This is an optimization exercise on Yosys and OpenROAD, whose aim is small area and a short achievable clock period, not a production implementation. In this exercise RTL edits were held to simulation tests only and were not proved equivalent to the original. Power figures rest on the tool's default switching activity, not on a simulated workload.

==> flow/design.v <==
`timescale 1ns/1ps
package cmd_track_pkg;
   typedef struct packed
   {
      logic [8-1:0] tag;
   } cmd_issue_t;
   typedef struct packed
   {
      logic [$clog2(16)-1:0] slot;
   } cmd_cpl_t;
   typedef struct packed
   {
      logic [$clog2(16)-1:0] slot;
      logic [8-1:0]  tag;
      logic [16-1:0]   age;
   } cmd_timeout_t;
   typedef struct packed
   {
      logic                   we;
      logic [2-1:0] addr;
      logic [16-1:0]   wdata;
   } cmd_reg_req_t;
   typedef struct packed
   {
      logic                 en;
      logic [16-1:0] thresh;
   } cmd_cfg_t;
endpackage
`timescale 1ns/1ps
module cmd_track_cfg (
   input  logic                         clk,
   input  logic                         rst_n,
   input  cmd_track_pkg::cmd_reg_req_t  reg_req,
   input  logic [2-1:0]       reg_addr_rd,
   output logic [16-1:0]         reg_rdata,
   output cmd_track_pkg::cmd_cfg_t      cfg,
   input  logic                         to_fire
);
logic                 en_q;
logic [16-1:0] thresh_q;
logic [16-1:0] count_q;
logic                 wr_ctrl;
logic                 wr_thresh;
assign wr_ctrl = reg_req.we && (reg_req.addr == 2'd0);
assign wr_thresh = reg_req.we && (reg_req.addr == 2'd1);
always_ff @(posedge clk)
begin
   if (!rst_n)
   begin
      en_q <= 1'b0;
      thresh_q <= '0;
      count_q <= '0;
   end
   else
   begin
      if (wr_ctrl)
      begin
         en_q <= reg_req.wdata[0];
      end
      if (wr_thresh)
      begin
         thresh_q <= reg_req.wdata;
      end
      if (to_fire && (count_q != '1))
      begin
         count_q <= count_q + 1'b1;
      end
   end
end
always_comb
begin
   case (reg_addr_rd)
      2'd0:   reg_rdata = {{(16-1){1'b0}}, en_q};
      2'd1: reg_rdata = thresh_q;
      2'd2:  reg_rdata = count_q;
      default:         reg_rdata = '0;
   endcase
end
assign cfg.en = en_q;
assign cfg.thresh = thresh_q;
endmodule
`timescale 1ns/1ps
module cmd_track_top (
   input  logic                          clk,
   input  logic                          rst_n,
   input  logic [8-1:0]         issue_tag,
   input  logic                          issue_valid,
   output logic                          issue_ready,
   output logic [$clog2(16)-1:0]        issue_slot,
   input  logic [$clog2(16)-1:0]        cpl_slot,
   input  logic                          cpl_valid,
   output logic [$clog2(16)-1:0]        to_slot,
   output logic [8-1:0]         to_tag,
   output logic [16-1:0]          to_age,
   output logic                          to_valid,
   input  logic                          to_ready,
   input  logic                          reg_we,
   input  logic [2-1:0]        reg_addr,
   input  logic [16-1:0]          reg_wdata,
   input  logic [2-1:0]        reg_addr_rd,
   output logic [16-1:0]          reg_rdata
);
localparam int N  = 16;
localparam int SW = $clog2(16);
localparam int TW = 8;
localparam int AW = 16;
cmd_track_pkg::cmd_reg_req_t   reg_req;
cmd_track_pkg::cmd_cfg_t       cfg;
assign reg_req.we = reg_we;
assign reg_req.addr = reg_addr;
assign reg_req.wdata = reg_wdata;
logic [AW-1:0]  now_q;
logic [N-1:0]   busy_q;
logic [TW-1:0]  tag_q   [N];
logic [AW-1:0]  stamp_q [N];
logic [N*N-1:0] ord_q;
logic           rec_valid_q;
logic [AW-1:0]  rec_age_q;
logic           rec_lo_q;
logic           to_valid_q;
logic [SW-1:0]  to_slot_q;
logic [TW-1:0]  to_tag_q;
logic [N-1:0]   free_oh;
logic [N-1:0]   half_oh;
logic [N-1:0]   old_oh;
logic [N-1:0]   rec_oh;
logic [AW-1:0]  stamp_lo;
logic [AW-1:0]  stamp_hi;
logic [AW-1:0]  age_lo;
logic [AW-1:0]  age_hi;
logic           wrap_lo;
logic           wrap_hi;
logic           any_lo;
logic           any_hi;
logic           lo_older;
logic           cpl_hit_rec;
logic [N-1:0]   cpl_oh;
logic [N-1:0]   clr;
logic [SW-1:0]  old_slot;
logic [TW-1:0]  old_tag;
logic           any_busy;
logic           cpl_hit;
logic           fire;
logic           to_fire;
always_comb
begin
   for (int i = 0; i < N; i++)
   begin
      free_oh[i] = ~busy_q[i];
      for (int j = 0; j < i; j++)
      begin
         free_oh[i] = free_oh[i] & busy_q[j];
      end
   end
end
always_comb
begin
   for (int i = 0; i < N; i++)
   begin
      half_oh[i] = busy_q[i];
      for (int j = 0; j < N; j++)
      begin
         if ((j / (N/2)) == (i / (N/2)))
         begin
            if (j < i)
               half_oh[i] = half_oh[i] & (~busy_q[j] | ~ord_q[j*N+i]);
            else if (j > i)
               half_oh[i] = half_oh[i] & (~busy_q[j] | ord_q[i*N+j]);
         end
      end
   end
end
always_comb
begin
   stamp_lo = '0;
   stamp_hi = '0;
   for (int i = 0; i < N/2; i++)
   begin
      stamp_lo = stamp_lo | (half_oh[i] ? stamp_q[i] : '0);
      stamp_hi = stamp_hi | (half_oh[i+N/2] ? stamp_q[i+N/2] : '0);
   end
end
assign any_lo = |busy_q[N/2-1:0];
assign any_hi = |busy_q[N-1:N/2];
assign {wrap_lo, age_lo} = {1'b0, now_q} - {1'b0, stamp_lo};
assign {wrap_hi, age_hi} = {1'b0, now_q} - {1'b0, stamp_hi};
assign lo_older = !any_hi ||
                  (any_lo && ((wrap_lo != wrap_hi) ? wrap_lo : (stamp_lo < stamp_hi)));
assign old_oh = lo_older ? {{(N/2){1'b0}}, half_oh[N/2-1:0]} :
                           {half_oh[N-1:N/2], {(N/2){1'b0}}};
assign rec_oh = rec_lo_q ? {{(N/2){1'b0}}, half_oh[N/2-1:0]} :
                           {half_oh[N-1:N/2], {(N/2){1'b0}}};
always_comb
begin
   issue_slot = '0;
   old_slot = '0;
   old_tag = '0;
   for (int i = 0; i < N; i++)
   begin
      issue_slot = issue_slot | (free_oh[i] ? i[SW-1:0] : '0);
      old_slot = old_slot | (rec_oh[i] ? i[SW-1:0] : '0);
      old_tag = old_tag | (rec_oh[i] ? tag_q[i] : '0);
   end
end
assign issue_ready = ~&busy_q;
assign any_busy = |busy_q;
always_comb
begin
   for (int i = 0; i < N; i++)
   begin
      cpl_oh[i] = cpl_valid && (cpl_slot == i[SW-1:0]);
   end
end
assign cpl_hit = |(cpl_oh & old_oh);
assign cpl_hit_rec = |(cpl_oh & rec_oh);
assign fire = cfg.en && rec_valid_q && (rec_age_q >= cfg.thresh) &&
              !to_valid_q && !cpl_hit_rec;
assign clr = cpl_oh | (fire ? rec_oh : '0);
assign to_fire = to_valid_q & to_ready;
always_ff @(posedge clk)
begin
   if (!rst_n)
   begin
      now_q <= '0;
      busy_q <= '0;
      rec_valid_q <= 1'b0;
      to_valid_q <= 1'b0;
   end
   else
   begin
      now_q <= now_q + 1'b1;
      busy_q <= (busy_q & ~clr) | (issue_valid ? free_oh : '0);
      rec_valid_q <= any_busy && !cpl_hit && !fire;
      if (fire)
      begin
         to_valid_q <= 1'b1;
      end
      else if (to_ready)
      begin
         to_valid_q <= 1'b0;
      end
   end
end
always_ff @(posedge clk)
begin
   rec_lo_q <= lo_older;
   if (!fire && !(to_valid_q && !to_ready))
   begin
      rec_age_q <= lo_older ? age_lo : age_hi;
   end
   if (fire)
   begin
      to_slot_q <= old_slot;
      to_tag_q <= old_tag;
   end
end
for (genvar i = 0; i < N; i++)
begin : g_slot
   always_ff @(posedge clk)
   begin
      if (free_oh[i])
      begin
         tag_q[i] <= issue_tag;
         stamp_q[i] <= now_q;
      end
   end
   for (genvar j = i + 1; j < (i / (N/2) + 1) * (N/2); j++)
   begin : g_ord
      always_ff @(posedge clk)
      begin
         if (free_oh[j])
            ord_q[i*N+j] <= 1'b1;
         else if (free_oh[i])
            ord_q[i*N+j] <= 1'b0;
      end
   end
end
assign to_valid = to_valid_q;
assign to_slot = to_slot_q;
assign to_tag = to_tag_q;
assign to_age = rec_age_q;
cmd_track_cfg u_cfg (
   .clk          (clk),
   .rst_n        (rst_n),
   .reg_req      (reg_req),
   .reg_addr_rd  (reg_addr_rd),
   .reg_rdata    (reg_rdata),
   .cfg          (cfg),
   .to_fire      (to_fire)
);
endmodule
==> flow/flow/run.sh <==
#!/bin/bash
# The standard layout, with plain buffers (buf_1) on the ports instead of the
# delay cells buffer_ports picks by default, and timing repair aiming for
# 6.4 ns of setup slack; make's output goes to standard_flow.log, each tool's
# log stays under orfs/logs
set -euo pipefail
export BUFFER_PORTS_ARGS="-buffer_cell sky130_fd_sc_hd__buf_1"
bash standard.sh finish SETUP_SLACK_MARGIN=6.4 > standard_flow.log 2>&1
==> flow/standard.sh <==
#!/bin/bash
# synth_recipe.tcl (not shown) runs the flow's synth.tcl, then flattens the netlist and writes it again
# the make line also repeats each setting of config.mk as NAME=value (left out here)
make -C /OpenROAD-flow-scripts/flow DESIGN_CONFIG=/design/flow/config.mk WORK_HOME=/design/flow/orfs CLKGATE_MAP_FILE= SYNTH_SCRIPT=/design/flow/synth_recipe.tcl "${@:-finish}"
==> flow/config.mk <==
export PLATFORM = sky130hd
export DESIGN_NAME = cmd_track_top
export DESIGN_NICKNAME = cmd_track_top
export VERILOG_FILES = /design/flow/design.v
export SDC_FILE = /design/flow/constraint.sdc
export NUM_CORES = 4
export LEC_CHECK = 0
export CAP_MARGIN = 20
export CORE_MARGIN = 2
export CORE_UTILIZATION = 75
export CTS_CLUSTER_DIAMETER = 80
export CTS_CLUSTER_SIZE = 25
export SLEW_MARGIN = 20
==> flow/constraint.sdc <==
create_clock -name core_clock -period 11.5 [get_ports {clk}]
set_input_delay 2.3000 -clock core_clock [delete_from_list [all_inputs] [get_ports {clk}]]
set_output_delay 2.3000 -clock core_clock [all_outputs]
set_load 0.01 [all_outputs]
==> results of run 1 <==
[metal layers]
metal | vias to the layer above | global-route usage [%] | part of all wire (%)
met4 | 2 | 14.6 | 3.9
met1 | 8034 | 53.1 | 36
li1 | 7163 | - | -
met2 | 1286 | 60.8 | 47
met5 | - | 0 | 0.029
met3 | 194 | 7.29 | 13
[cell usage in the layout (no fill, tap or decap), drive strengths merged, types with 10 or more instances in the layout]
cell type    n
a21boi      42
a21o        44
a21oi       50
a221oi      41
a222oi      30
a22o        52
a22oi       62
and2        38
and3        17
buf        144
clkbuf      47
dfxtp      124
edfxtp     412
ha          64
inv         99
mux2i       17
nand2      214
nand2b      33
nand3       70
nand4       16
nor2        37
nor2b       13
nor3        32
nor4        16
o2111ai     17
o21ai       39
o221ai      18
or2         12
or3         12
xnor2       37
xor2        10
[cell type report]
type,count,area share [%]
Clock buffer,43,2.86
Clock inverter,5,0.302
Inverter,99,1.49
Multi-Input combinational cell,1112,30.8
Sequential cell,536,58.9
Tap cell,396,1.96
Timing Repair Buffer,148,3.70
[sequential cells by signal (all words and copies together) (netlist names)]
name            cells
stamp_q           256
ord_q              56
rec_valid_q         1
now_q              16
u_cfg.en_q          1
rec_age_q          16
busy_q             16
to_valid_q          1
to_slot_q           4
to_tag_q            8
rec_lo_q            1
u_cfg.thresh_q     16
u_cfg.count_q      16
tag_q             128
[power by group]
group	switching [mW]	total [mW]	internal, mW
clock network	0.601	1.05	0.447
logic	0.195	0.325	0.130
registers	0.0321	2.15	2.12
[worst max path at each step]
stage                               from             to  slack [ns]  cells after the start
final                     reg_addr_rd[1]   reg_rdata[6]        6.14                      5
after global routing      reg_addr_rd[1]   reg_rdata[6]        6.13                      5
after CTS                 reg_addr_rd[1]  reg_rdata[12]        6.17                      5
after detailed placement  reg_addr_rd[0]   reg_rdata[1]        5.46                      4
after global placement    reg_addr_rd[0]  reg_rdata[10]        5.54                      4
after floorplan           reg_addr_rd[0]  reg_rdata[10]        6.29                      4
[worst max-delay path, cell delays in order]
cell and delay, ns:
buf_8 0.10, nor2b_4 0.14, clkbuf_16 0.15, a22o_1 0.22
buf_2 0.14
[metrics by stage]
step	power [mW]	util, %	cell area [um^2]	hold WS, ns	worst slack, ns
finish	3.52	82.9	25300	0.465	6.14
floorplan	2.39	-	23300	0.428	6.29
global placement	2.49	78.8	24100	0.443	5.54
global route	3.61	82.9	25300	0.493	6.13
CTS	3.51	82.2	25100	0.463	6.17
detailed placement	2.50	78.8	24100	0.447	5.46
[timing repair]
action | in CTS | in global routing
endpoints found under the setup margin | 39 | 39
setup buffers | 6 | 9
resized for setup | 44 | 31
pin swaps | 15 | 3
cloned | 1 | 2
[logic make-up (layout without fill, tap and decap cells)]
family | Yosys count | count (layout)
compound gates | 442 | 442
xor+xnor | 47 | 47
fa+ha+maj | 65 | 65
buf+inv | 185 | 295
flops | 536 | 536
mux | 24 | 24
simple gates | 534 | 534
==> metrics.md, run 1 <==
| Metric | Value |
|---|---|
| Status | `timing/DRC/antenna clean` |
| Hold Startpoint | `ord_q[20]` |
| Worst-path clk slew | `0.11 ns` |
| Post-synthesis adder-cell area fraction | `3.49%` |
| Post-synth ARST share | `0%` |
| Largest net degree at the start of global routing | `68` |
| FF+latch count, synth | `536` |
| # clock sinks | `536` |
| Startpoint Class | `input port` |
| Period utilization | `46.6%` |
| Setup TNS | `0 ns` |
| Clk_skew | `0.0218 ns` |
| Crit path required time | `9.20 ns` |
| Post-layout net count | `2025` |
| Maximum fanout along the worst path | `7` |
| Achievable frequency | `0.187 GHz` |
| Path depth of the worst reg2reg path | `18` |
| Minimum clock period | `around 5.4 ns` |
| Die Ht | `180 um` |
| Final Non-Filler Cells | `2339` |
| Reg2Reg Setup Slack | `6.59 ns` |
| Simple-gate share of the synthesized area | `11.5%` |
| Leakage | `8.91 nW` |
| Cells after DPL | `2273` |
| GRT Util Overall | `between 30% and 40%` |
| CTS root buf | `clkbuf_16` |
| Mapped cell area | `about 23000 um^2` |
| Vias per inst | `7.13` |
| Ports | `88` |
| Syn-to-layout area delta | `8.92%` |
| RR Endpoint | `rec_age_q[4]` |
| Placeable Area | `30500 um^2` |
| Pins Over Slew Limit | `0` |
| 1st-iter DRT viols | `between 2000 and 2500` |
| Finish-stage setup viols | `0` |
| Worst hold stages | `2` |
| Synth top area share | `53.3%` |
| YS warnings | `4` |
| Maximum vdd ir drop | `0.000165 V` |
| Post-synthesis net count | `1935` |
| Flip-flop and latch area | `14900 um^2` |
| CTS Hold Bufs | `0` |
| Vias in the first global route | `15840` |
| Drt drc | `0` |
| Max-cap violations | `0` |
| Largest family of logic cells by synthesized area | `compound AO/OA/AOI/OAI gates` |
| Final wirelength | `~63000 um` |
| Multi-input gate area | `7800 um^2` |
| Ys flop type | `edfxtp_1` |
| Tightest Hold Check Type | `register to register` |
| Setup CP Type | `input port to output port` |
| Fin. Hold Viols | `0` |
| Htree depth | `1` |
| DRT Pass-1 Iters | `6` |
| Share of layout cells above drive strength 1 | `between 10% and 20%` |
| Die Wd | `180 um` |
| I/O Buffers | `87` |
| Fill cells | `approximately 1600` |
| Post-synth EDFFs | `412` |
| Pin slew with the least headroom to its limit | `1.24 ns` |
| Post-synthesis mux area share | `1.17%` |
| Max transition margin | `~17%` |
| Unique cell type count in the Yosys netlist | `85` |
| Top cells by area, synth | `edfxtp_1 (53%), dfxtp_1 (11%), nand2_1 (3.5%)` |
| Dominant cell by count in the synthesized netlist | `edfxtp_1` |
| WL/cell | `26.9 um` |
| Cell Pwr Density | `139 nW/um^2` |
| Num CTS Buffers | `26` |
| Initial Utilization | `around three quarters` |
| Antenna violations before repair | `1` |
| Worst-skew pair later-pin latency | `0.60 ns` |
| Final HPWL DP | `between 30000 and 40000 um` |
| Crit end category | `output port` |
| Sequential share of the synthesized area | `a little under two thirds` |
| Hold EP | `ord_q[20]` |
| RSZ-0062 raised after global routing | `true` |
| Die Area | `32400 um^2` |
| GRT Residual Overflow | `0` |
| First-pass GRT wire length | `approximately 94000 um` |
| Compound-Gate Fraction of Synth Area | `roughly 15%` |
| Synth cell count leaders | `edfxtp_1 (412), nand2_1 (214), dfxtp_1 (124)` |
| Post-route ant nets | `0` |
| Area leader, netlist | `edfxtp_1` |
| Clk buf depth | `3` |
| CTS tree | `done` |
| Inserted Diodes | `0` |
| Syn avg cell area | `around 13 um^2` |
| Post-synthesis cell count | `1833` |
| Std-Cell Rows | `64` |
| Placer Congestion | `0.949` |
| CP arrival | `3.06 ns` |
| Xor/xnor share of the synthesized area | `1.77%` |
| Routed vias | `between 15000 and 20000` |
| RR Startpoint | `busy_q[5]` |
==> run 2, diff against run 1 <==
--- a/flow/config.mk
+++ b/flow/config.mk
@@ -12,2 +12,3 @@
 export CTS_CLUSTER_SIZE = 25
+export GPL_TIMING_DRIVEN = 0
 export SLEW_MARGIN = 20
==> metrics.md, run 2 <==
| Metric | Value |
|---|---|
| Status | `timing/DRC/antenna clean` |
| Slowest CP cell | `nor2b_4` |
| Finish-stage setup viols | `0` |
| Startpoint Class | `input port` |
| DRT Pass-1 Iters | `7` |
| Largest net degree at the start of global routing | `27` |
| Drt drc | `0` |
| First-pass GRT wire length | `103000 um` |
| Vias in the first global route | `17030` |
| Final wirelength | `just over 70000 um` |
| CTS Hold Bufs | `0` |
| Fin. Hold Viols | `0` |
| Hold Startpoint | `ord_q[156]` |
| Syn avg cell area | `12.7 um^2` |
| RSZ-0062 raised after global routing | `true` |
| Post-synthesis cell count | `~1800` |
| Setup CP Type | `input port to output port` |
| Std-Cell Rows | `64` |
| Setup TNS | `0 ns` |
| CTS tree | `done` |
| # clock sinks | `536` |
| Clock power share | `31.3%` |
| Worst-path clk slew | `approximately 0.080 ns` |
| CTS root buf | `clkbuf_16` |
| Hold WS | `0.464 ns` |
| Buf/Inv on CP | `4` |
| Synth cell count leaders | `edfxtp_1 (412), nand2_1 (214), dfxtp_1 (124)` |
| Top cells by area, synth | `edfxtp_1 (53%), dfxtp_1 (11%), nand2_1 (3.5%)` |
| Pin slew with the least headroom to its limit | `1.06 ns` |
| Busiest layer in global routing | `met2` |
| WL/cell | `a little under 30 um` |
| Vias per inst | `7.30` |
| Syn-to-layout area delta | `12.1%` |
| Htree depth | `1` |
| Synth top area share | `between 50% and 60%` |
| Post-synthesis net count | `1935` |
| Tightest Hold Check Type | `register to register` |
| Die Ht | `180 um` |
| Num CTS Buffers | `27` |
| Max-cap violations | `0` |
| Max transition margin | `between 20% and 30%` |
| GRT Util Overall | `between 40% and 50%` |
| Most frequent cells in the layout | `edfxtp_1 (412), nand2_1 (213), dfxtp_1 (118)` |
| Maximum fanout along the worst path | `10` |
| YS warnings | `4` |
| Max FFs per register | `256` |
| Flip-flop and latch area | `~15000 um^2` |
| Commonest non-fill, non-tap cell in the layout | `edfxtp_1` |
| Cell Int Power | `~2.7 mW` |
| NetSw | `around 0.88 mW` |
| Post-layout net count | `approximately 2100` |
| I/O Buffers | `83` |
| Mapped cell area | `23200 um^2` |
| Pins Over Slew Limit | `0` |
| Achievable frequency | `0.184 GHz` |
| Final HPWL DP | `42600 um` |
| Leakage | `about 9.2 nW` |
| Dominant cell by count in the synthesized netlist | `edfxtp_1` |
| FF+latch count, synth | `between 500 and 600` |
| Crit path required time | `9.20 ns` |
| Ports | `88` |
| Met1 Track Usage GR | `55.4%` |
| Post-route ant nets | `0` |
| Met3 usage | `11.6%` |
| Crit end category | `output port` |
| Clk_skew | `0.0527 ns` |
| Post-synth ARST share | `0%` |
| Unique cell type count in the Yosys netlist | `85` |
| Sequential share of the synthesized area | `a little under two thirds` |
| Critical path's largest stage delay | `approximately 0.17 ns` |
| Cell Pwr Density | `139 nW/um^2` |
| GRT Residual Overflow | `0` |
| Combinational power share | `9.2%` |
| Flop pwr share | `59.5%` |
| Cell Chain, Critical Path | `buf_8 > buf_6 > nor2b_4 > buf_8 > a22o_1 > buf_2` |
| Worst-skew pair later-pin latency | `0.63 ns` |
| Switching share of total power | `24.2%` |
| GR Layer Usage met2 | `about two thirds` |
| Clk buf depth | `3` |
| Die Wd | `180 um` |
| Crit path top cell by count | `buf_8` |
| 1st-iter DRT viols | `around 3300` |
| Die Area | `32400 um^2` |
| Routed vias | `17668` |
| Maximum vdd ir drop | `0.000221 V` |
| Ys flop type | `edfxtp_1` |
| Antenna violations before repair | `2` |
| Kind of cell adding the most delay to the critical path | `buffers and inverters` |
| RR Startpoint | `busy_q[7]` |
| Placeable Area | `slightly above 30000 um^2` |
| Post-synth EDFFs | `412` |
| Final Core Density | `85.3%` |
| Biggest regs | `stamp_q: 256 flops, tag_q: 128 flops, ord_q: 56 flops` |
| Minimum clock period | `roughly 5.4 ns` |
| Period utilization | `a little under half` |
| Initial Utilization | `between 70% and 80%` |
| Multi-input gate area | `7970 um^2` |
| Fill cells | `roughly 1500` |
| Biggest register | `stamp_q` |
| Critical path origin | `reg_addr_rd[0]` |
| Placer Congestion | `0.925` |
| Area leader, netlist | `edfxtp_1` |
| Share of layout cells above drive strength 1 | `13.0%` |
| CP arrival | `between 3 and 4 ns` |
-- run 2: cell counts after synthesis --
Identical to the previous run, type by type.
-- run 2: kinds of logic (layout without fill, tap and decap cells) --
kind of cell	count (synthesis)	count (layout)	synth area share [%]
xor+xnor	47	47	1.77
flops	536	536	64.0
mux	24	24	1.17
simple gates	534	534	11.5
buf+inv	185	374	3.30
other cells	0	1	0
compound gates	442	442	14.8
fa+ha+maj	65	65	3.49
-- run 2: power by group through the flow --
stage / logic, mW / registers, mW / clock network, mW
2_1_floorplan: 0.198 / 2.19 / 0
3_3_place_gp: 0.293 / 2.19 / 0
3_5_place_dp: 0.309 / 2.19 / 0
4_1_cts: 0.317 / 2.15 / 1.11
5_1_grt: 0.364 / 2.16 / 1.17
6_report: 0.332 / 2.15 / 1.13
-- run 2: tightest hold or removal path: stages, from the launching register on --
cell	delay (ns)
dfxtp_1	0.33
nand2_1	0.06
nand2_1	0.04
-- run 2: layout make-up --
type / count / share of cell area (%)
clock buffers: 44 / 3.00
flip-flops and latches: 536 / 57.1
clock inverters: 6 / 0.361
inverters: 99 / 1.53
plain buffers: 86 / 1.97
repair buffers: 138 / 3.49
diodes: 1 / 0.00961
well taps: 396 / 1.90
repair inverters: 1 / 0.0336
multi-input cells: 1112 / 30.6
-- run 2: final timing paths --
kind	endpoint	slack, ns	depth (start not counted)
hold / removal	ord_q[156]	0.46	2
setup reg to reg	rec_age_q[4]	6.49	20
hold reg to reg	ord_q[156]	0.46	2
setup / recovery	reg_rdata[12]	6.07	6
-- run 2: per-stage QoR --
step / worst slack, ns / cells / instance area (um^2) / total power [mW]
after global routing: 6.05 / 2418 / 26000 / 3.69
after global placement: 4.39 / 2312 / 24100 / 2.48
after CTS: 6.02 / 2402 / 25600 / 3.58
final: 6.07 / 2419 / 26000 / 3.62
after detailed placement: 5.66 / 2333 / 24400 / 2.50
after floorplan: 6.29 / 1833 / 23300 / 2.39
-- run 2: timing repair --
action,CTS,global route
cloned,2,1
setup endpoints to repair,39,38
pin swaps,10,20
gates resized for setup,66,105
setup buffers,17,15
-- run 2: per-layer routing --
layer | routed length (um) | part of all wire, %
met5 | 0 | 0
met4 | 3920 | 5.5
met3 | 10900 | 15
met2 | 32500 | 46
met1 | 23800 | 33
==> run 3, diff against run 2 <==
==> flow/flow/run.sh (replaced) <==
#!/bin/bash
# The standard layout, with plain buffers (buf_1) on the ports instead of the
# delay cells buffer_ports picks by default, and timing repair aiming for
# 6.0 ns of setup slack; make's output goes to standard_flow.log, each tool's
# log stays under orfs/logs
set -euo pipefail
export BUFFER_PORTS_ARGS="-buffer_cell sky130_fd_sc_hd__buf_1"
bash standard.sh finish SETUP_SLACK_MARGIN=6.0 > standard_flow.log 2>&1
--- a/flow/config.mk
+++ b/flow/config.mk
@@ -12,3 +12,2 @@
 export CTS_CLUSTER_SIZE = 25
-export GPL_TIMING_DRIVEN = 0
 export SLEW_MARGIN = 20
==> metrics.md, run 3 <==
| Metric | Value |
|---|---|
| Syn avg cell area | `12.7 um^2` |
| Max-cap violations | `0` |
| Synth cell count leaders | `edfxtp_1 (412), nand2_1 (214), dfxtp_1 (124)` |
| Reg2Reg Setup Slack | `6.29 ns` |
| Most frequent cells in the layout | `edfxtp_1 (412), nand2_1 (214), dfxtp_1 (119)` |
| Post-route ant nets | `0` |
| Post-synthesis net count | `1935` |
| GRT Residual Overflow | `0` |
| YS warnings | `4` |
| Pins Over Slew Limit | `0` |
| Die Ht | `180 um` |
| Syn-to-layout area delta | `7.54%` |
| # clock sinks | `536` |
| 1st-iter DRT viols | `approximately 2200` |
| First-pass GRT wire length | `95600 um` |
| Post-synthesis cell count | `1833` |
| Post-synth ARST share | `0%` |
| Vias in the first global route | `16113` |
| Fin. Hold Viols | `0` |
| Ports | `88` |
| Placeable Area | `30500 um^2` |
| Startpoint Class | `input port` |
| Vias per inst | `around 7` |
| Status | `timing/DRC/antenna clean` |
| Cell Pwr Density | `141 nW/um^2` |
| CTS tree | `done` |
| Worst-path clk slew | `0.09 ns` |
| Max FFs per register | `256` |
| Finished Cell Area | `25000 um^2` |
| RR Startpoint | `busy_q[9]` |
| CTS Hold Bufs | `0` |
| Max transition margin | `a little under two fifths` |
| Achievable frequency | `0.185 GHz` |
| Inserted Diodes | `0` |
| Biggest register | `stamp_q` |
| Synth top area share | `53.3%` |
| Commonest non-fill, non-tap cell in the layout | `edfxtp_1` |
| Finish-stage setup viols | `0` |
| Placed Area | `24000 um^2` |
| Cell Chain, Critical Path | `clkbuf_2 > nor2b_4 > buf_12 > nand2_1 > o21ai_0 > buf_1` |
| Crit path required time | `slightly above 9 ns` |
| Antenna violations before repair | `0` |
| Minimum clock period | `5.41 ns` |
| Initial Utilization | `about three quarters` |
| Sequential share of the synthesized area | `64.0%` |
| Setup TNS | `0 ns` |
| Ys flop type | `edfxtp_1` |
| Pre-CTS setup slack | `5.47 ns` |
| Worst-skew pair later-pin latency | `0.61 ns` |
| Final HPWL DP | `38600 um` |
| Routed vias | `16588` |
| Post-layout net count | `2016` |
| Share of layout cells above drive strength 1 | `around 7.7%` |
| Hold EP | `ord_q[140]` |
| Die Wd | `between 150 and 200 um` |
| Num CTS Buffers | `26` |
| Worst hold stages | `2` |
| Mapped cell area | `between 20000 and 25000 um^2` |
| Final Non-Filler Cells | `2330` |
| I/O Buffers | `87` |
| Cells after DPL | `2274` |
| Pin slew with the least headroom to its limit | `0.948 ns` |
| Biggest regs | `stamp_q: 256 flops, tag_q: 128 flops, ord_q: 56 flops` |
| Top cells by area, synth | `edfxtp_1 (53%), dfxtp_1 (11%), nand2_1 (3.5%)` |
| Dominant cell by count in the synthesized netlist | `edfxtp_1` |
| Final Power | `3.52 mW` |
| Tightest Hold Check Type | `register to register` |
| Unique cell type count in the Yosys netlist | `85` |
| Die Area | `around 32000 um^2` |
| Setup CP Type | `input port to output port` |
| Worst setup margin | `6.09 ns` |
| Fill cells | `between 1500 and 2000` |
| Clk buf depth | `3` |
| RSZ-0062 raised after global routing | `false` |
| Clk_skew | `0.0443 ns` |
| Final wirelength | `63800 um` |
| Post-synth EDFFs | `between 400 and 500` |
| CTS root buf | `clkbuf_16` |
| CP arrival | `3.11 ns` |
| Path depth of the worst reg2reg path | `18` |
| FF+latch count, synth | `536` |
| Period utilization | `47.0%` |
| Placer Congestion | `roughly 0.94` |
| WL/cell | `27.4 um` |
| Largest net degree at the start of global routing | `68` |
| GRT Util Overall | `38.9%` |
| Maximum vdd ir drop | `0.000178 V` |
| Htree depth | `1` |
| Hold Startpoint | `ord_q[140]` |
| Leakage | `8.75 nW` |
| Std-Cell Rows | `64` |
| Slowest CP cell | `nor2b_4` |
| Drt drc | `0` |
| Maximum fanout along the worst path | `16` |
| Area leader, netlist | `edfxtp_1` |
| RR Endpoint | `rec_age_q[1]` |
| DRT Pass-1 Iters | `6` |
| Crit end category | `output port` |
| Critical path's largest stage delay | `approximately 0.18 ns` |
## run 3: cell types whose count changed in the layout (fill, tap and decap cells not counted), moves of 10 or more
cell,change
clkbuf_1,-38
buf_2,-22
buf_1,+18
buf_6,-15
clkbuf_2,-10
nor2_1,+10
## run 3: how the worst max path moves through the flow
stage | start | endpoint | slack [ns] | cells past startpoint
floorplan | busy_q[0] | issue_slot[0] | 6.05 | 9
CTS | busy_q[3] | issue_slot[3] | 6.03 | 9
finish | reg_addr_rd[0] | reg_rdata[0] | 6.09 | 6
global placement | reg_addr_rd[1] | reg_rdata[13] | 5.61 | 4
global route | busy_q[6] | rec_age_q[4] | 6.03 | 19
detailed placement | reg_addr_rd[1] | reg_rdata[14] | 5.47 | 4
## run 3: layout make-up
| cell class | count | area [um^2] | share of cell area (%) |
|---|---|---|---|
| repair buffers | 139 | 752 | 3.01 |
| well taps | 396 | 495 | 1.98 |
| inverters | 99 | 374 | 1.50 |
| flip-flops and latches | 536 | 14900 | 59.5 |
| clock inverters | 6 | 81.3 | 0.326 |
| clock buffers | 42 | 711 | 2.85 |
| multi-input cells | 1112 | 7700 | 30.8 |
## run 3: kinds of logic after synthesis
group,after synthesis,share of synthesized area [%]
AO/OA/AOI/OAI,442,14.8
XOR/XNOR,47,1.77
adder cells (fa/ha/maj),65,3.49
buffers and inverters,185,3.30
flip-flops,536,64.0
multiplexers,24,1.17
AND/OR/NAND/NOR,534,11.5
## run 3: worst max-delay path, delay by kind of cell
kind / cells / cell delay [ns]
buffers and inverters: 3 / 0.46
AND/OR/NAND/NOR: 2 / 0.24
AO/OA/AOI/OAI: 1 / 0.10
## run 3: metal layers
metal	GRT usage, %	part of all wire (%)
met1	52.8	36
met2	62.2	47
met3	7.70	13
met4	16.8	4.3
met5	0	0
## run 3: what timing repair did
item                                    in CTS  in global routing
gates resized for setup                      9                  9
pin swaps                                    1                  0
buffers inserted                             8                  0
endpoints found under the setup margin      34                 23
## run 3: power by group
group / leakage, nW / switching, mW / internal [mW]
Combinational: 3.80 / 0.191 / 0.125
Clock: 0.378 / 0.610 / 0.440
Sequential: 4.57 / 0.0323 / 2.12
## run 3: per-stage QoR
stage	hold WS (ns)	util, %
6_report	0.469	81.9
4_1_cts	0.464	81.8
3_3_place_gp	0.444	78.8
5_1_grt	0.485	81.9
2_1_floorplan	0.428	-
3_5_place_dp	0.450	78.8
==> run 4, diff against run 3 <==
--- a/flow/config.mk
+++ b/flow/config.mk
@@ -9,3 +9,3 @@
 export CORE_MARGIN = 2
-export CORE_UTILIZATION = 75
+export CORE_UTILIZATION = 80
 export CTS_CLUSTER_DIAMETER = 80
==> metrics.md, run 4 <==
| Metric | Value |
|---|---|
| Finish-stage setup viols | `0` |
| RSZ-0062 raised after global routing | `false` |
| Post-route ant nets | `0` |
| I/O Buffers | `87` |
| Largest family of logic cells by synthesized area | `compound AO/OA/AOI/OAI gates` |
| Unique cell type count in the Yosys netlist | `85` |
| Final Power | `~3.5 mW` |
| Antenna violations before repair | `0` |
| YS warnings | `4` |
| Clk buf depth | `3` |
| Mapped cell area | `roughly 23000 um^2` |
| Area leader, netlist | `edfxtp_1` |
| Placeable Area | `28600 um^2` |
| Inserted Diodes | `0` |
| Die Wd | `174 um` |
| Biggest register | `stamp_q` |
| Post-synth EDFFs | `412` |
| Fin. Hold Viols | `0` |
| Final wirelength | `67100 um` |
| Tightest Hold Check Type | `register to register` |
| Synth top area share | `53.3%` |
| Period utilization | `between 40% and 50%` |
| Routed vias | `roughly 17000` |
| Max transition margin | `29.7%` |
| Initial Utilization | `81.1%` |
| Post-synthesis adder-cell area fraction | `3.49%` |
| Fill cells | `1299` |
| Std-Cell Rows | `62` |
| FF+latch count, synth | `536` |
| 1st-iter DRT viols | `3332` |
| Startpoint Class | `input port` |
| Pins Over Slew Limit | `0` |
| Syn avg cell area | `12.7 um^2` |
| Minimum clock period | `5.38 ns` |
| Achievable frequency | `0.186 GHz` |
| Vias per inst | `roughly 7.5` |
| Num CTS Buffers | `25` |
| Drt drc | `0` |
| CP arrival | `3.08 ns` |
| Post-synthesis net count | `1935` |
| Ports | `just under 90` |
| Sequential share of the synthesized area | `64.0%` |
| Clk_skew | `around 0.019 ns` |
| Largest net degree at the start of global routing | `68` |
| Leakage | `8.69 nW` |
| First-pass GRT wire length | `100000 um` |
| Xor/xnor share of the synthesized area | `1.77%` |
| Die Area | `30400 um^2` |
| Crit path required time | `9.20 ns` |
| WL/cell | `between 20 and 30 um` |
| Most frequent cells in the layout | `edfxtp_1 (412), nand2_1 (214), dfxtp_1 (118)` |
| Post-synthesis cell count | `1833` |
| Vias in the first global route | `around 17000` |
| Post-synth ARST share | `0%` |
| Htree depth | `1` |
| Max FFs per register | `between 200 and 300` |
| Maximum vdd ir drop | `0.000167 V` |
| Top cells by area, synth | `edfxtp_1 (53%), dfxtp_1 (11%), nand2_1 (3.5%)` |
| Biggest regs | `stamp_q: 256 flops, tag_q: 128 flops, ord_q: 56 flops` |
| Share of layout cells above drive strength 1 | `7.42%` |
| Setup TNS | `0 ns` |
| DRT Pass-1 Iters | `8` |
| GRT Residual Overflow | `0` |
| Pin slew with the least headroom to its limit | `1.05 ns` |
| CTS Hold Bufs | `0` |
| Setup CP Type | `input port to output port` |
| Ys flop type | `edfxtp_1` |
| Worst-path clk slew | `0.11 ns` |
| Post-synthesis mux area share | `1.17%` |
| Maximum fanout along the worst path | `15` |
| Syn-to-layout area delta | `7.12%` |
| Hold WS | `0.471 ns` |
| Post-layout net count | `2011` |
| Commonest non-fill, non-tap cell in the layout | `edfxtp_1` |
| Cell Pwr Density | `about 140 nW/um^2` |
| # clock sinks | `536` |
| Final HPWL DP | `39600 um` |
| Dominant cell by count in the synthesized netlist | `edfxtp_1` |
| CTS tree | `done` |
| Max-cap violations | `0` |
| Status | `timing/DRC/antenna clean` |
| CTS root buf | `clkbuf_16` |
| Crit end category | `output port` |
| Die Ht | `between 150 and 200 um` |
| Worst-skew pair later-pin latency | `0.59 ns` |
| Placer Congestion | `around 0.97` |
| GRT Util Overall | `44.2%` |
| Simple-gate share of the synthesized area | `11.5%` |
| Synth cell count leaders | `edfxtp_1 (412), nand2_1 (214), dfxtp_1 (124)` |
| Compound-Gate Fraction of Synth Area | `between 10% and 20%` |
-- run 4: cell counts after synthesis --
Identical to the previous run, type by type.
-- run 4: power breakdown --
group          switching (mW)  internal [mW]
clock network           0.592          0.441
registers              0.0369           2.12
logic                   0.201          0.126
-- run 4: stage by stage --
step           utilization [%]  area [um^2]  cells  setup WS (ns)
6_report                  86.9        24900   2310           6.12
5_1_grt                   86.9        24900   2310           6.05
3_5_place_dp              83.8        24000   2257           5.55
4_1_cts                   86.8        24900   2310           6.02
2_1_floorplan                -        23200   1833           6.05
3_3_place_gp              83.8        24000   2257           5.63
-- run 4: cells by family (layout without fill, tap and decap cells) --
group | after synthesis | after routing
XOR/XNOR | 47 | 47
adder cells (fa/ha/maj) | 65 | 65
multiplexers | 24 | 24
AND/OR/NAND/NOR | 534 | 534
buffers and inverters | 185 | 278
flip-flops | 536 | 536
AO/OA/AOI/OAI | 442 | 442
-- run 4: layout make-up --
type	instances	area [um^2]	share of cell area (%)
clock buffer	41	686	2.76
clock inverter	3	61.3	0.246
inverter	99	374	1.50
multi-input combinational	1112	7690	30.9
sequential	536	14900	59.8
tap	384	480	1.93
timing repair buffer	135	719	2.89
-- run 4: final timing paths --
| kind | start | to | slack [ns] | cells after the start |
|---|---|---|---|---|
| max | reg_addr_rd[1] | reg_rdata[12] | 6.12 | 5 |
| min | ord_q[188] | ord_q[188] | 0.47 | 2 |
| max reg2reg | busy_q[6] | rec_age_q[9] | 6.19 | 17 |
| min reg2reg | ord_q[188] | ord_q[188] | 0.47 | 2 |
-- run 4: timing repair --
action / in CTS / in global routing
setup endpoints to repair: 22 / 32
resized for setup: 8 / 9
pin swaps: 1 / 0
endpoints found under the hold margin: 0 / 0
setup buffers: 9 / 0
-- run 4: per-layer routing --
metal | vias to the layer above | global-route usage, % | wire length [um] | share of wire (%)
li1 | 7119 | - | - | -
met1 | 8245 | 58.7 | 22200 | 33
met2 | 1709 | 69.3 | 31000 | 46
met3 | 351 | 10.3 | 10100 | 15
met4 | 0 | 22.4 | 3820 | 5.7
met5 | - | 0 | 0 | 0
-- run 4: worst max-delay path, stage by stage --
cell and delay (ns):
clkbuf_2 0.14, nor2b_4 0.18, buf_12 0.14, a22o_1 0.13
buf_1 0.17
==> run 5, diff against run 4 <==
--- a/flow/design.v
+++ b/flow/design.v
@@ -136,2 +136,3 @@
 logic           cpl_hit_rec;
+logic           cpl_half;
 logic [N-1:0]   cpl_oh;
@@ -194,5 +195,11 @@
 begin
+   logic [TW-1:0]   tag_lo;
+   logic [TW-1:0]   tag_hi;
+   logic [SW-2:0]   slot_lo;
+   logic [SW-2:0]   slot_hi;
    issue_slot = '0;
-   old_slot = '0;
-   old_tag = '0;
+   tag_lo = '0;
+   tag_hi = '0;
+   slot_lo = '0;
+   slot_hi = '0;
    for (int i = 0; i < N; i++)
@@ -200,5 +207,12 @@
       issue_slot = issue_slot | (free_oh[i] ? i[SW-1:0] : '0);
-      old_slot = old_slot | (rec_oh[i] ? i[SW-1:0] : '0);
-      old_tag = old_tag | (rec_oh[i] ? tag_q[i] : '0);
-   end
+   end
+   for (int i = 0; i < N/2; i++)
+   begin
+      tag_lo = tag_lo | (half_oh[i] ? tag_q[i] : '0);
+      tag_hi = tag_hi | (half_oh[i+N/2] ? tag_q[i+N/2] : '0);
+      slot_lo = slot_lo | (half_oh[i] ? i[SW-2:0] : '0);
+      slot_hi = slot_hi | (half_oh[i+N/2] ? i[SW-2:0] : '0);
+   end
+   old_tag = rec_lo_q ? tag_lo : tag_hi;
+   old_slot = rec_lo_q ? {1'b0, slot_lo} : {1'b1, slot_hi};
 end
@@ -213,4 +227,5 @@
 end
-assign cpl_hit = |(cpl_oh & old_oh);
-assign cpl_hit_rec = |(cpl_oh & rec_oh);
+assign cpl_half = cpl_valid && half_oh[cpl_slot];
+assign cpl_hit = cpl_half && (cpl_slot[SW-1] != lo_older);
+assign cpl_hit_rec = cpl_half && (cpl_slot[SW-1] != rec_lo_q);
 assign fire = cfg.en && rec_valid_q && (rec_age_q >= cfg.thresh) &&
--- a/flow/config.mk
+++ b/flow/config.mk
@@ -9,3 +9,3 @@
 export CORE_MARGIN = 2
-export CORE_UTILIZATION = 80
+export CORE_UTILIZATION = 75
 export CTS_CLUSTER_DIAMETER = 80
==> metrics.md, run 5 <==
| Metric | Value |
|---|---|
| Setup TNS | `0 ns` |
| Post-layout net count | `1926` |
| Inserted Diodes | `0` |
| FF+latch count, synth | `536` |
| Largest net degree at the start of global routing | `71` |
| # clock sinks | `536` |
| Ports | `88` |
| Post-route ant nets | `0` |
| Area leader, netlist | `edfxtp_1` |
| Period utilization | `47.0%` |
| First-pass GRT wire length | `88100 um` |
| Hold Startpoint | `ord_q[21]` |
| Final wirelength | `59200 um` |
| WL/cell | `between 20 and 30 um` |
| Syn avg cell area | `13.1 um^2` |
| Cell Chain, Critical Path | `buf_1 > nor2b_4 > buf_12 > a22o_1 > buf_1` |
| Num CTS Buffers | `26` |
| Top cells by area, synth | `edfxtp_1 (54%), dfxtp_1 (11%), a22oi_1 (4.4%)` |
| Maximum fanout along the worst path | `16` |
| Fin. Hold Viols | `0` |
| Syn-to-layout area delta | `7.30%` |
| Placer Congestion | `0.925` |
| Routed vias | `about 16000` |
| Cells after DPL | `about 2200` |
| Setup CP Type | `input port to output port` |
| Critical path's largest stage delay | `0.20 ns` |
| Crit path required time | `9.20 ns` |
| Post-synth ARST share | `0%` |
| 1st-iter DRT viols | `between 2000 and 2500` |
| Clk buf depth | `3` |
| RSZ-0062 raised after global routing | `false` |
| Vias in the first global route | `between 15000 and 20000` |
| Die Wd | `179 um` |
| Post-synthesis adder-cell area fraction | `3.58%` |
| YS warnings | `4` |
| CTS tree | `done` |
| Worst-path clk slew | `0.08 ns` |
| CTS root buf | `clkbuf_16` |
| Max FFs per register | `between 200 and 300` |
| Share of layout cells above drive strength 1 | `6.95%` |
| Cell Pwr Density | `142 nW/um^2` |
| Achievable frequency | `0.185 GHz` |
| Fill cells | `roughly 1700` |
| Unique cell type count in the Yosys netlist | `79` |
| Biggest register | `stamp_q` |
| Ys flop type | `edfxtp_1` |
| Critical path origin | `reg_addr_rd[0]` |
| Vias per inst | `a little over 7` |
| Worst-skew pair later-pin latency | `0.60 ns` |
| Hold WS | `between 0.4 and 0.5 ns` |
| Post-synthesis cell count | `between 1500 and 2000` |
| RR Endpoint | `rec_age_q[1]` |
| Leakage | `just under 9 nW` |
| Compound-Gate Fraction of Synth Area | `between 15 and 20%` |
| Final HPWL DP | `35500 um` |
| CTS Hold Bufs | `0` |
| Worst hold stages | `2` |
| Max-cap violations | `0` |
| Die Area | `between 30000 and 40000 um^2` |
| GRT Util Overall | `37.1%` |
| Xor/xnor share of the synthesized area | `1.91%` |
| Placeable Area | `between 30000 and 40000 um^2` |
| Drt drc | `0` |
| Htree depth | `1` |
| Synth cell count leaders | `edfxtp_1 (412), nand2_1 (204), a22oi_1 (133)` |
| Crit end category | `output port` |
| Post-synthesis mux area share | `1.28%` |
| Largest family of logic cells by synthesized area | `compound AO/OA/AOI/OAI gates` |
| Initial Utilization | `75.5%` |
| Hold EP | `ord_q[21]` |
| Reg2Reg Setup Slack | `~6.3 ns` |
| Tightest Hold Check Type | `register to register` |
| Path depth of the worst reg2reg path | `19` |
| Post-synthesis net count | `1848` |
| CP arrival | `3.11 ns` |
| Dominant cell by count in the synthesized netlist | `edfxtp_1` |
| Commonest non-fill, non-tap cell in the layout | `edfxtp_1` |
| Post-synth EDFFs | `412` |
| Final Power | `3.48 mW` |
| Biggest regs | `stamp_q: 256 flops, tag_q: 128 flops, ord_q: 56 flops` |
| Minimum clock period | `about 5.4 ns` |
| RR Startpoint | `busy_q[4]` |
| Crit path top cell by count | `buf_1` |
| Antenna violations before repair | `0` |
| Slowest CP cell | `nor2b_4` |
| Sequential share of the synthesized area | `64.8%` |
| Pin slew with the least headroom to its limit | `0.974 ns` |
| Clk_skew | `between 0.02 and 0.025 ns` |
| Std-Cell Rows | `64` |
| Most frequent cells in the layout | `edfxtp_1 (412), nand2_1 (204), a22oi_1 (133)` |
| Startpoint Class | `input port` |
| Synth top area share | `between 50 and 60%` |
| Pins Over Slew Limit | `0` |
| Mapped cell area | `22900 um^2` |
| Max transition margin | `34.3%` |
| GRT Residual Overflow | `0` |
| Simple-gate share of the synthesized area | `10.1%` |
| Final Non-Filler Cells | `2238` |
| I/O Buffers | `87` |
| DRT Pass-1 Iters | `6` |
| Maximum vdd ir drop | `0.000147 V` |
| Finish-stage setup viols | `0` |
| Status | `timing/DRC/antenna clean` |
| Die Ht | `179 um` |
[run 5: cell types whose count changed after synthesis, sizes merged, moves of 13 or more]
| cell | change |
|---|---|
| a22oi | +72 |
| nand3 | -28 |
| a221oi | -22 |
| a22o | -21 |
| o21ai | +20 |
| a21boi | -16 |
| nor3 | -16 |
| inv | -15 |
| o221ai | -15 |
| a21oi | -14 |
| a222oi | -14 |
| and2 | -13 |
[run 5: final cells by class]
type                            count  area (um^2)  area share (%)
Clock buffer                       39          699            2.84
Multi-Input combinational cell   1047         7460            30.3
Tap cell                          396          495            2.01
Clock inverter                      7         82.6           0.336
Sequential cell                   536        14900            60.4
Inverter                           85          327            1.33
Timing Repair Buffer              128          666            2.71
[run 5: cells by family (layout without fill, tap and decap cells)]
| group | count (synthesis) | after routing |
|---|---|---|
| compound gates | 458 | 458 |
| simple gates | 449 | 449 |
| mux | 24 | 24 |
| flops | 536 | 536 |
| xor+xnor | 50 | 50 |
| buf+inv | 163 | 259 |
| fa+ha+maj | 66 | 66 |
[run 5: worst max path at each step]
stage	end	slack, ns
after floorplan	reg_rdata[10]	6.08
after global placement	reg_rdata[11]	5.62
after detailed placement	reg_rdata[7]	5.47
after CTS	issue_slot[0]	6.00
after global routing	issue_slot[1]	6.02
final	reg_rdata[7]	6.09
[run 5: critical path, delay by kind of cell]
kind	cells	cell delay (ns)
and+or+nand+nor	1	0.20
buffers and inverters	3	0.47
AOI/OAI and AO/OA	1	0.15
[run 5: power breakdown]
part | switching, mW | total, mW | internal (mW)
registers | 0.0325 | 2.15 | 2.12
clock network | 0.593 | 1.03 | 0.434
logic | 0.185 | 0.304 | 0.119
[run 5: routing by layer]
metal  routed length (um)  GRT usage [%]  part of all wire (%)
met4                 3040           17.3                   5.1
met1                22000           51.1                    37
met5                    0              0                     0
met3                 6770           6.00                    11
met2                27400           58.5                    46
[run 5: stage by stage]
step	util, %	instance area, um^2	worst slack (ns)
after global placement	78.2	23700	5.62
after detailed placement	78.2	23700	5.47
after floorplan	-	22900	6.08
after global routing	81.1	24600	6.02
final	81.1	24600	6.09
after CTS	81.0	24600	6.00
[run 5: repair_timing]
item                                    CTS  global route
resized for setup                         5             6
pin swaps                                 0             0
endpoints found under the setup margin   19            18
gates cloned                              0             0
hold endpoints to repair                  0             0
setup buffers                             2             1
==> run 6, diff against run 5 <==
--- a/flow/design.v
+++ b/flow/design.v
@@ -41,2 +41,4 @@
 logic [16-1:0] count_q;
+logic [16-1:0] count_inc;
+logic                 count_full;
 logic                 wr_ctrl;
@@ -63,5 +65,5 @@
       end
-      if (to_fire && (count_q != '1))
+      if (to_fire && !count_full)
       begin
-         count_q <= count_q + 1'b1;
+         count_q <= count_inc;
       end
@@ -69,2 +71,3 @@
 end
+assign {count_full, count_inc} = {1'b0, count_q} + 1'b1;
 always_comb
--- a/flow/config.mk
+++ b/flow/config.mk
@@ -9,3 +9,3 @@
 export CORE_MARGIN = 2
-export CORE_UTILIZATION = 75
+export CORE_UTILIZATION = 80
 export CTS_CLUSTER_DIAMETER = 80
==> metrics.md, run 6 <==
| Metric | Value |
|---|---|
| Leakage | `between 8 and 9 nW` |
| DRT Pass-1 Iters | `9` |
| Vias per inst | `7.68` |
| Worst hold stages | `2` |
| Syn-to-layout area delta | `7.17%` |
| Biggest regs | `stamp_q: 256 flops, tag_q: 128 flops, ord_q: 56 flops` |
| GRT Util Overall | `44.1%` |
| Max-cap violations | `0` |
| Inserted Diodes | `0` |
| Largest net degree at the start of global routing | `71` |
| Worst-skew pair later-pin latency | `0.61 ns` |
| Pin slew with the least headroom to its limit | `1.17 ns` |
| Final Power | `3.56 mW` |
| Post-synthesis net count | `between 1500 and 2000` |
| Die Area | `29900 um^2` |
| Top cells by area, synth | `edfxtp_1 (54%), dfxtp_1 (11%), ha_1 (3.5%)` |
| Placer Congestion | `0.939` |
| Final Core Density | `~90%` |
| Sequential share of the synthesized area | `65.1%` |
| Finished Cell Area | `24500 um^2` |
| Biggest register | `stamp_q` |
| Syn avg cell area | `approximately 13 um^2` |
| RR Startpoint | `busy_q[5]` |
| Initial Utilization | `81.7%` |
| Worst-path clk slew | `0.11 ns` |
| Startpoint Class | `register` |
| Worst setup margin | `6.04 ns` |
| Path depth of the worst reg2reg path | `18` |
| Placed Area | `23600 um^2` |
| Die Ht | `173 um` |
| Fin. Hold Viols | `0` |
| Crit end category | `register` |
| Reg2Reg Setup Slack | `between 6 and 7 ns` |
| Finish-stage setup viols | `0` |
| # clock sinks | `536` |
| Area leader, netlist | `edfxtp_1` |
| Minimum clock period | `5.46 ns` |
| Setup TNS | `0 ns` |
| Die Wd | `roughly 170 um` |
| CTS tree | `done` |
| Cells after DPL | `roughly 2200` |
| RR Endpoint | `rec_age_q[1]` |
| Post-synth EDFFs | `between 400 and 500` |
| Synth top area share | `about 54%` |
| Drt drc | `0` |
| FF+latch count, synth | `536` |
| Ys flop type | `edfxtp_1` |
| YS warnings | `4` |
| CTS Hold Bufs | `0` |
| Period utilization | `47.5%` |
| Num CTS Buffers | `25` |
| Maximum vdd ir drop | `0.000163 V` |
| Routed vias | `17363` |
| WL/cell | `between 20 and 30 um` |
| Post-synth ARST share | `0%` |
| Crit path required time | `roughly 12 ns` |
| Max transition margin | `22.0%` |
| Post-route ant nets | `0` |
| Hold WS | `0.463 ns` |
| Commonest non-fill, non-tap cell in the layout | `edfxtp_1` |
| Placeable Area | `27900 um^2` |
| Tightest Hold Check Type | `register to register` |
| Mapped cell area | `about 23000 um^2` |
| CP arrival | `between 5 and 6 ns` |
| Achievable frequency | `0.183 GHz` |
| Dominant cell by count in the synthesized netlist | `edfxtp_1` |
| Max FFs per register | `~260` |
| Synth cell count leaders | `edfxtp_1 (412), nand2_1 (198), dfxtp_1 (124)` |
| Post-synthesis cell count | `1799` |
| Final Non-Filler Cells | `about 2300` |
| 1st-iter DRT viols | `3634` |
| Ports | `88` |
| RSZ-0062 raised after global routing | `true` |
| Pins Over Slew Limit | `0` |
| First-pass GRT wire length | `approximately 100000 um` |
| Fill cells | `1211` |
| Setup CP Type | `register to register` |
| Final wirelength | `67200 um` |
| Antenna violations before repair | `0` |
| Share of layout cells above drive strength 1 | `6.42%` |
| Vias in the first global route | `16652` |
| Hold EP | `ord_q[18]` |
| Final HPWL DP | `38000 um` |
| Std-Cell Rows | `61` |
| Post-layout net count | `1967` |
| Unique cell type count in the Yosys netlist | `about 70` |
| Most frequent cells in the layout | `edfxtp_1 (412), nand2_1 (198), dfxtp_1 (115)` |
| Hold Startpoint | `ord_q[18]` |
| CTS root buf | `clkbuf_16` |
| Clk buf depth | `3` |
| I/O Buffers | `87` |
| Status | `timing/DRC/antenna clean` |
| Htree depth | `1` |
| GRT Residual Overflow | `0` |
| Clk_skew | `between 0.04 and 0.05 ns` |
| Maximum fanout along the worst path | `26` |
| Cell Pwr Density | `approximately 150 nW/um^2` |
| Pre-CTS setup slack | `~5.5 ns` |
run 6: worst max-delay path, cell delays in order (launching register included):
cell and delay (ns):
dfxtp_1 0.53, inv_1 0.18, o2111ai_1 0.40, nor2_2 0.09
buf_4 0.32, a22o_1 0.25, a221oi_1 0.26, nand3_1 0.26
ha_1 0.26, a21o_1 0.18, a21o_1 0.19, a21oi_1 0.19
nor2b_1 0.07, o21ai_0 0.26, a21oi_1 0.18, or4_1 0.58
and3_1 0.23, o221a_4 0.41, mux2_1 0.36
run 6: cell type report:
class	count	area (um^2)	area share (%)
tap	378	473	1.93
sequential	536	14900	60.8
timing repair buffer	128	667	2.73
multi-input combinational	1081	7370	30.1
inverter	93	354	1.45
clock inverter	3	38.8	0.159
clock buffer	43	693	2.83
run 6: logic make-up after synthesis:
| family | count (synthesis) | synth area share [%] |
|---|---|---|
| muxes | 14 | 0.894 |
| AOI/OAI and AO/OA | 445 | 14.4 |
| adders and majority gates | 65 | 3.55 |
| and+or+nand+nor | 505 | 10.9 |
| buffers and inverters | 182 | 3.17 |
| xor gates and xnor gates | 52 | 2.00 |
| DFF | 536 | 65.1 |
run 6: how the worst max path moves through the flow:
| stage | cells past startpoint | slack (ns) | from | endpoint |
|---|---|---|---|---|
| after floorplan | 4 | 6.08 | reg_addr_rd[0] | reg_rdata[10] |
| after global placement | 4 | 5.64 | reg_addr_rd[1] | reg_rdata[10] |
| after detailed placement | 4 | 5.52 | reg_addr_rd[1] | reg_rdata[7] |
| after CTS | 18 | 6.02 | busy_q[14] | rec_age_q[1] |
| after global routing | 18 | 5.95 | busy_q[5] | rec_age_q[1] |
| final | 18 | 6.04 | busy_q[5] | rec_age_q[1] |
run 6: what timing repair did:
| item | 4_1_cts | 5_1_grt |
|---|---|---|
| pin swaps | 0 | 3 |
| setup buffers | 2 | 5 |
| endpoints found under the setup margin | 34 | 36 |
| hold endpoints to repair | 0 | 0 |
| gates resized for setup | 11 | 16 |
| cloned | 0 | 0 |
run 6: metal layers:
metal | GRT usage (%) | up-vias | wire (um)
met5 | 0 | - | 0
met4 | 24.9 | 0 | 4930
met3 | 11.8 | 466 | 10600
met2 | 68.0 | 1928 | 30100
met1 | 57.6 | 7988 | 21700
li1 | - | 6981 | -
run 6: power breakdown:
group	switching, mW	leakage (nW)	internal [mW]
clock	0.593	0.345	0.421
sequential	0.0470	4.78	2.13
combinational	0.229	3.62	0.139
==> run 7, diff against run 6 <==
--- a/flow/config.mk
+++ b/flow/config.mk
@@ -9,3 +9,3 @@
 export CORE_MARGIN = 2
-export CORE_UTILIZATION = 80
+export CORE_UTILIZATION = 75
 export CTS_CLUSTER_DIAMETER = 80
==> metrics.md, run 7 <==
| Metric | Value |
|---|---|
| Die Wd | `178 um` |
| Pins Over Slew Limit | `0` |
| Std-Cell Rows | `63` |
| Die Ht | `178 um` |
| Area leader, netlist | `edfxtp_1` |
| FF+latch count, synth | `between 500 and 600` |
| Synth cell count leaders | `edfxtp_1 (412), nand2_1 (198), dfxtp_1 (124)` |
| # clock sinks | `between 500 and 600` |
| Final HPWL DP | `36300 um` |
| First-pass GRT wire length | `92400 um` |
| Antenna violations before repair | `0` |
| Post-synth EDFFs | `a little over 400` |
| Biggest register | `stamp_q` |
| I/O Buffers | `between 80 and 90` |
| Most frequent cells in the layout | `edfxtp_1 (412), nand2_1 (198), dfxtp_1 (116)` |
| Dominant cell by count in the synthesized netlist | `edfxtp_1` |
| Post-synthesis cell count | `1799` |
| Setup CP Type | `input port to output port` |
| Commonest non-fill, non-tap cell in the layout | `edfxtp_1` |
| Placer Congestion | `0.953` |
| Hold Startpoint | `ord_q[188]` |
| Tightest Hold Check Type | `register to register` |
| Finish-stage setup viols | `0` |
| RSZ-0062 raised after global routing | `false` |
| Inserted Diodes | `0` |
| Share of layout cells above drive strength 1 | `6.68%` |
| Clk_skew | `~0.032 ns` |
| Vias per inst | `7.21` |
| Setup TNS | `0 ns` |
| Synth top area share | `54.2%` |
| Worst-skew pair later-pin latency | `a little over 0.6 ns` |
| Worst-path clk slew | `0.10 ns` |
| Vias in the first global route | `15844` |
| CTS Hold Bufs | `0` |
| Hold EP | `ord_q[188]` |
| WL/cell | `27.3 um` |
| Cell Pwr Density | `147 nW/um^2` |
| Final wirelength | `62200 um` |
| Largest net degree at the start of global routing | `between 70 and 80` |
| Top cells by area, synth | `edfxtp_1 (54%), dfxtp_1 (11%), ha_1 (3.5%)` |
| DRT Pass-1 Iters | `9` |
| Pin slew with the least headroom to its limit | `0.901 ns` |
| Crit end category | `output port` |
| Period utilization | `47.4%` |
| CTS tree | `done` |
| Drt drc | `0` |
| Post-route ant nets | `0` |
| Die Area | `~32000 um^2` |
| Ys flop type | `edfxtp_1` |
| YS warnings | `4` |
| Post-synth ARST share | `0%` |
| Max FFs per register | `256` |
| Achievable frequency | `0.184 GHz` |
| CP arrival | `3.15 ns` |
| Leakage | `8.79 nW` |
| Startpoint Class | `input port` |
| Initial Utilization | `76.6%` |
| Crit path required time | `9.20 ns` |
| RR Endpoint | `rec_age_q[1]` |
| Fin. Hold Viols | `0` |
| Biggest regs | `stamp_q: 256 flops, tag_q: 128 flops, ord_q: 56 flops` |
| Maximum vdd ir drop | `0.000176 V` |
| Maximum fanout along the worst path | `8` |
| Unique cell type count in the Yosys netlist | `71` |
| GRT Util Overall | `39.3%` |
| Path depth of the worst reg2reg path | `18` |
| Post-layout net count | `1967` |
| Syn avg cell area | `12.7 um^2` |
| Sequential share of the synthesized area | `65.1%` |
| Worst hold stages | `2` |
| 1st-iter DRT viols | `2714` |
| GRT Residual Overflow | `0` |
| Status | `timing/DRC/antenna clean` |
| Syn-to-layout area delta | `7.78%` |
| Max transition margin | `39.9%` |
| Clk buf depth | `3` |
| Ports | `88` |
| Mapped cell area | `22800 um^2` |
| Post-synthesis net count | `1901` |
| Placeable Area | `29800 um^2` |
| Max-cap violations | `0` |
| Final Core Density | `82.6%` |
| Num CTS Buffers | `27` |
| Minimum clock period | `approximately 5.4 ns` |
| CTS root buf | `clkbuf_16` |
| Reg2Reg Setup Slack | `6.14 ns` |
| Routed vias | `approximately 16000` |
| RR Startpoint | `busy_q[15]` |
| Htree depth | `1` |
## run 7: cell types whose count changed in the layout (fill, tap and decap cells not counted), sizes merged
cell,before,now
inv,90,91
clkinvlp,1,0
clkinv,5,9
buf,125,122
## run 7: power by group
part / total, mW / internal [mW] / leakage, nW / switching [mW]
registers: 2.18 / 2.13 / 4.78 / 0.0460
clock network: 1.09 / 0.464 / 0.403 / 0.622
logic: 0.356 / 0.138 / 3.61 / 0.218
## run 7: cell type report
cell class	count	area [um^2]
multi-input combinational	1081	7360
clock buffer	42	742
inverter	93	357
sequential	536	14900
tap	390	488
fill	1576	5200
clock inverter	7	95.1
timing repair buffer	126	687
## run 7: repair_timing
item,CTS,global route
gates cloned,0,1
setup endpoints to repair,34,36
pin swaps,0,2
setup buffers,2,3
gates resized for setup,8,17
## run 7: worst max-delay path by stage
| stage | start | to | slack (ns) | cells past startpoint |
|---|---|---|---|---|
| detailed placement | reg_addr_rd[1] | reg_rdata[5] | 5.53 | 4 |
| CTS | busy_q[1] | issue_slot[0] | 6.02 | 10 |
| global placement | reg_addr_rd[1] | reg_rdata[11] | 5.64 | 4 |
| global route | reg_addr_rd[0] | reg_rdata[0] | 6.00 | 6 |
| finish | reg_addr_rd[0] | reg_rdata[13] | 6.05 | 5 |
| floorplan | reg_addr_rd[0] | reg_rdata[10] | 6.08 | 4 |
## run 7: metal layers
layer | global-route usage, % | part of all wire, %
met1 | 52.8 | 36
met3 | 8.06 | 13
met5 | 0 | 0
met2 | 61.3 | 46
met4 | 20.8 | 5.7
## run 7: logic make-up (layout without fill, tap and decap cells)
kind of cell | Yosys count | in the layout | synth area share [%]
flip-flops | 536 | 536 | 65.1
AND/OR/NAND/NOR | 505 | 505 | 10.9
AO/OA/AOI/OAI | 445 | 445 | 14.4
buffers and inverters | 182 | 268 | 3.17
adder cells (fa/ha/maj) | 65 | 65 | 3.55
XOR/XNOR | 52 | 52 | 2.00
multiplexers | 14 | 14 | 0.894
## run 7: critical path: stages
cell and delay [ns]:
clkbuf_2 0.14, nor2b_4 0.24, clkbuf_16 0.18, a22o_1 0.13
buf_1 0.15
## run 7: stage by stage
step	power, mW	setup slack (ns)	hold slack [ns]	cell area, um^2	std cells
2_1_floorplan	2.43	6.08	0.428	22800	1799
3_3_place_gp	2.54	5.64	0.441	23600	2219
3_5_place_dp	2.56	5.53	0.445	23600	2220
4_1_cts	3.60	6.02	0.460	24500	2271
5_1_grt	3.71	6.00	0.482	24600	2275
6_report	3.62	6.05	0.464	24600	2275

[port drivers added, routing unchanged]
The flow's constraints put no driver on any port. The routed layouts listed below were extracted and timed again, unchanged, in two steps.
Step 1 (the two cells are an assumption about what drives the block):
set clk [get_ports {clk}]
set_driving_cell -lib_cell sky130_fd_sc_hd__clkbuf_16 $clk
set_driving_cell -lib_cell sky130_fd_sc_hd__buf_2 [delete_from_list [all_inputs] $clk]
Step 2 moves the port delays by t, midway between the first and last clock arrival at a register: inputs arrive t later, outputs are due t later. That takes back most of the time a late clock gives input paths.
Three values: no drivers, after step 1, after step 2; two values: the first two.
| run | shift t [ns] | slack for setup (ns) | worst setup path at the end |
|---|---|---|---|
| run 1 | 0.643 | 6.140 / 6.099 / 6.003 | input to register |
| run 2 | 0.659 | 6.069 / 6.020 / 6.020 | input to output |
| run 3 | 0.643 | 6.094 / 6.069 / 6.011 | input to register |
| run 4 | 0.637 | 6.123 / 6.097 / 5.929 | input to register |
| run 5 | 0.645 | 6.090 / 6.068 / 6.068 | input to output |
| run 6 | 0.645 | 6.039 / 6.039 / 5.971 | input to register |
| run 7 | 0.649 | 6.052 / 6.026 / 6.026 | input to output |
After both steps every run listed still meets setup and hold. The setup slack of run 4, which loses most, moves by -0.026 ns with the drivers and by -0.194 ns with both steps.
